Source: an optimization exercise on an open RTL-to-GDS flow (aim: small area, a short achievable clock period and few clock cycles per item). Production flows keep margins and buffers that such runs may drop. At most, simulation tests tie the RTL to the original design; equivalence was not proved. Power figures rest on the tool's default switching activity, not on a simulated workload. The clock port is modelled as an ideal driver; clocking choices that lean on that would not hold on a real chip.

== the previous run ==
==> flow/design.v <==
package arp_pkg;
  localparam int IP_W  = 32;
  localparam int MAC_W = 48;
  typedef struct packed {
    logic             mode;
    logic [IP_W-1:0]  ip_addr;
    logic [MAC_W-1:0] mac_in;
  } in_t;
  typedef struct packed {
    logic             hit;
    logic [MAC_W-1:0] mac_out;
  } out_t;
  localparam logic MODE_LOOKUP = 1'b0;
  localparam logic MODE_ADD    = 1'b1;
endpackage
module arp_cell (
  input  logic                      clk,
  input  logic                      wr_en,
  input  logic [arp_pkg::IP_W-1:0]  wr_ip,
  input  logic [arp_pkg::MAC_W-1:0] wr_mac,
  input  logic [arp_pkg::IP_W-1:0]  key,
  output logic                      match,
  output logic [arp_pkg::MAC_W-1:0] mac
);
  logic [arp_pkg::IP_W-1:0] ip;
  always_ff @(posedge clk) begin
    if (wr_en) begin
      ip  <= wr_ip;
      mac <= wr_mac;
    end
  end
  assign match = (ip == key);
endmodule
module arp_cache_table #(
  parameter int ENTRIES = 16
) (
  input  logic clk,
  input  logic rst,
  input  logic req_valid,
  output logic req_stall,
  input  arp_pkg::in_t  req,
  output logic rsp_valid,
  input  logic rsp_stall,
  output arp_pkg::out_t rsp
);
  localparam int IDX_W = (ENTRIES > 1) ? $clog2(ENTRIES) : 1;
  logic                      v0;
  logic                      add0;
  logic [arp_pkg::IP_W-1:0]  ip0;
  logic [arp_pkg::MAC_W-1:0] mac0;
  logic [ENTRIES-1:0]        hit0;      
  logic [ENTRIES-1:0]        hit0_wr;   
  logic blocked;
  logic hold;
  logic accept;
  assign hold      = blocked && rsp_stall;
  assign req_stall = hold;
  assign accept    = req_valid && !hold;
  logic [ENTRIES-1:0]                      valid;
  logic [ENTRIES-1:0]                      match;
  logic [ENTRIES-1:0]                      wr_en;
  logic [ENTRIES-1:0][arp_pkg::MAC_W-1:0]  slot_mac;
  for (genvar i = 0; i < ENTRIES; i++) begin : g_slot
    arp_cell u_cell (
      .clk    (clk),
      .wr_en  (wr_en[i]),
      .wr_ip  (ip0),
      .wr_mac (mac0),
      .key    (req.ip_addr),
      .match  (match[i]),
      .mac    (slot_mac[i])
    );
  end
  logic               eq_prev;
  logic [ENTRIES-1:0] hit_in;
  assign eq_prev = (req.ip_addr == ip0);
  always_comb begin
    for (int i = 0; i < ENTRIES; i++) begin
      if (wr_en[i]) hit_in[i] = eq_prev;
      else          hit_in[i] = valid[i] && match[i];
    end
  end
  always_ff @(posedge clk) begin
    if (rst) begin
      v0 <= 1'b0;
    end else if (!hold) begin
      v0 <= accept;
    end
  end
  always_ff @(posedge clk) begin
    if (!hold) begin
      add0 <= req.mode;
      hit0 <= hit_in;
    end
  end
  always_ff @(posedge clk) begin
    ip0     <= req.ip_addr;
    mac0    <= req.mac_in;
    hit0_wr <= hit_in;
  end
  logic [ENTRIES-1:0] alloc;
  logic               full;
  logic               any_hit;
  logic               do_add;
  logic               adv;
  always_comb begin
    for (int i = 0; i < ENTRIES; i++) begin
      valid[i] = full;
      for (int j = i + 1; j < ENTRIES; j++) valid[i] = valid[i] || alloc[j];
    end
    any_hit = |hit0_wr;
    do_add  = v0 && add0;
    wr_en   = {ENTRIES{do_add}} & (hit0_wr | (any_hit ? '0 : alloc));
  end
  assign adv = do_add && !any_hit;
  always_ff @(posedge clk) begin
    if (rst) begin
      alloc <= ENTRIES'(1);
      full  <= 1'b0;
    end else if (adv) begin
      if (!full && alloc[ENTRIES-1]) begin
        full  <= 1'b1;
        alloc <= ENTRIES'(1) << (1 % ENTRIES);
      end else begin
        alloc <= {alloc[ENTRIES-2:0], alloc[ENTRIES-1]};
      end
    end
  end
  logic [arp_pkg::MAC_W-1:0] rd_mac;
  logic                      push;
  logic                      load_rsp;
  logic                      rv_next;
  always_comb begin
    rd_mac = '0;
    for (int i = 0; i < ENTRIES; i++) begin
      rd_mac = rd_mac | (slot_mac[i] & {arp_pkg::MAC_W{hit0[i]}});
    end
  end
  assign push     = v0 && !add0;
  assign load_rsp = !(rsp_valid && rsp_stall);
  assign rv_next  = load_rsp ? push : 1'b1;
  always_ff @(posedge clk) begin
    if (rst) begin
      rsp_valid <= 1'b0;
      blocked   <= 1'b0;
    end else begin
      rsp_valid <= rv_next;
      blocked   <= rv_next && (hold ? 1'b1 : (accept && req.mode == arp_pkg::MODE_LOOKUP));
    end
  end
  always_ff @(posedge clk) begin
    if (load_rsp) begin
      rsp.hit     <= |hit0;
      rsp.mac_out <= rd_mac;
    end
  end
endmodule
module arp_cache (
  input  logic        clk,
  input  logic        rst,
  input  logic        req_valid,
  output logic        req_stall,
  input  logic        req_mode,
  input  logic [31:0] req_ip,
  input  logic [47:0] req_mac,
  output logic        rsp_valid,
  input  logic        rsp_stall,
  output logic        rsp_hit,
  output logic [47:0] rsp_mac
);
  arp_pkg::in_t  req;
  arp_pkg::out_t rsp;
  assign req.mode    = req_mode;
  assign req.ip_addr = req_ip;
  assign req.mac_in  = req_mac;
  assign rsp_hit     = rsp.hit;
  assign rsp_mac     = rsp.mac_out;
  arp_cache_table #(.ENTRIES(16)) u_table (
    .clk(clk), .rst(rst), .req_valid(req_valid), .req_stall(req_stall), .req(req),
    .rsp_valid(rsp_valid), .rsp_stall(rsp_stall), .rsp(rsp)
  );
endmodule
export LEC_CHECK = 0
export CAP_MARGIN = 20
export CORE_MARGIN = 2
export CORE_UTILIZATION = 70
export CTS_CLUSTER_DIAMETER = 100
export CTS_CLUSTER_SIZE = 30
export SETUP_SLACK_MARGIN = 2.6
export SLEW_MARGIN = 20
export TNS_END_PERCENT = 20
create_clock -name core_clock -period 5.0 [get_ports {clk}]
standard.sh (not shown) runs the stock make flow with config.mk's settings and CLKGATE_MAP_FILE= SYNTH_SCRIPT=/design/flow/synth_recipe.tcl, a recipe that flattens the netlist after the stock synthesis.
==> flow/flow/run.sh <==
#!/bin/bash
# layout flow: the standard flow, with buf_2 cells as the port buffers and no dummy clock loads
export BUFFER_PORTS_ARGS="-buffer_cell sky130_fd_sc_hd__buf_2"
export CTS_ARGS="-sink_clustering_enable -repair_clock_nets -sink_clustering_size 30 -sink_clustering_max_diameter 100 -dont_use_dummy_load"
bash standard.sh > standard.log 2>&1
#### Input delta (the current run over the previous run)
--- a/flow/design.v
+++ b/flow/design.v
@@ -49,6 +49,5 @@
   logic [arp_pkg::IP_W-1:0]  ip0;
   logic [arp_pkg::MAC_W-1:0] mac0;
-  logic [ENTRIES-1:0]        hit0;      
-  logic [ENTRIES-1:0]        hit0_wr;   
+  logic [ENTRIES-1:0]        hit0;
   logic blocked;
   logic hold;
@@ -95,10 +94,10 @@
   end
   always_ff @(posedge clk) begin
-    ip0     <= req.ip_addr;
-    mac0    <= req.mac_in;
-    hit0_wr <= hit_in;
+    ip0  <= req.ip_addr;
+    mac0 <= req.mac_in;
   end
+  logic [IDX_W-1:0]   alloc_idx;
+  logic               full;
   logic [ENTRIES-1:0] alloc;
-  logic               full;
   logic               any_hit;
   logic               do_add;
@@ -106,22 +105,22 @@
   always_comb begin
     for (int i = 0; i < ENTRIES; i++) begin
-      valid[i] = full;
-      for (int j = i + 1; j < ENTRIES; j++) valid[i] = valid[i] || alloc[j];
+      valid[i] = full || (alloc_idx > IDX_W'(i));
+      alloc[i] = (alloc_idx == IDX_W'(i));
     end
-    any_hit = |hit0_wr;
+    any_hit = |hit0;
     do_add  = v0 && add0;
-    wr_en   = {ENTRIES{do_add}} & (hit0_wr | (any_hit ? '0 : alloc));
+    wr_en   = {ENTRIES{do_add}} & (hit0 | (any_hit ? '0 : alloc));
   end
   assign adv = do_add && !any_hit;
   always_ff @(posedge clk) begin
     if (rst) begin
-      alloc <= ENTRIES'(1);
-      full  <= 1'b0;
+      alloc_idx <= '0;
+      full      <= 1'b0;
     end else if (adv) begin
-      if (!full && alloc[ENTRIES-1]) begin
-        full  <= 1'b1;
-        alloc <= ENTRIES'(1) << (1 % ENTRIES);
+      if (!full && alloc_idx == IDX_W'(ENTRIES - 1)) begin
+        full      <= 1'b1;
+        alloc_idx <= IDX_W'(1 % ENTRIES);
       end else begin
-        alloc <= {alloc[ENTRIES-2:0], alloc[ENTRIES-1]};
+        alloc_idx <= IDX_W'(alloc_idx + 1'b1);
       end
     end
@@ -151,5 +150,5 @@
   always_ff @(posedge clk) begin
     if (load_rsp) begin
-      rsp.hit     <= |hit0;
+      rsp.hit     <= any_hit;
       rsp.mac_out <= rd_mac;
     end
[summary]
The previous run → the current run: number of global-route vias before repair shows a reduction of 1185; worst setup slack shows an increase of 0.12 ns; proportion of cell area occupied by registers shows no meaningful change.
The previous run -> the current run: total power decreased slightly
The previous run vs the current run, launching instance or port of the critical path: u_table.add0 vs rsp_stall
Diff the previous run..the current run | post-synthesis average cell area | negligible
[compare] base=the previous run new=the current run: wire length has decreased; total combinational power now larger; clock power -about 1%; final weighted congestion in routability-driven placement rose about 3.7%; wire length of the first global-routing pass has decreased.
The current run vs the previous run — post-synthesis register bit count dropped 28.
Looking at final period demand of the worst path, the current run sits 0.12 ns below the previous run.
Run comparison: the previous run critical path start-end classification flop to flop; the current run critical path start-end classification primary input to output pin
The current run vs the previous run: cell area after synthesis down slightly
The previous run has a higher number of buffers added for setup after CTS than the current run.
Testbench counts of the current run, summed over its fixed seeds: cycles 18,012, items 18,000.
Function not checked in the previous run: the RTL went through the layout flow alone.

[port drivers added, routing unchanged]
Ports are ideal in the flow. The routed layouts listed here were re-timed in OpenROAD. Step 1 assumes that a clkbuf_16 drives the clock port and a buf_2 every other input. Step 2 times the ports against the registers' clock, not the clock port: input delays grow and output delays shrink by t, the midpoint of the rising clock arrivals with the driver on. a / b / c = ideal / step 1 / step 2; a / b = the first two.
| run | shift t [ns] | setup slack, ns | worst hold slack (ns) | clock arrival spread, ns | slew at the worst register clock pin (ns) |
|---|---|---|---|---|---|
| the previous run | 0.724 | 2.401 / 2.401 / 1.864 | 0.414 / 0.370 / 0.506 | 0.050 / 0.050 | 0.12 / 0.12 |
| the current run | 0.720 | 2.521 / 2.478 / 1.802 | 0.419 / 0.370 / 0.425 | 0.062 / 0.062 | 0.12 / 0.12 |
After both steps setup and hold are still met in every run listed. For the current run, which loses most, drivers alone change the setup slack by -0.043 ns; drivers and shift together by -0.719 ns.
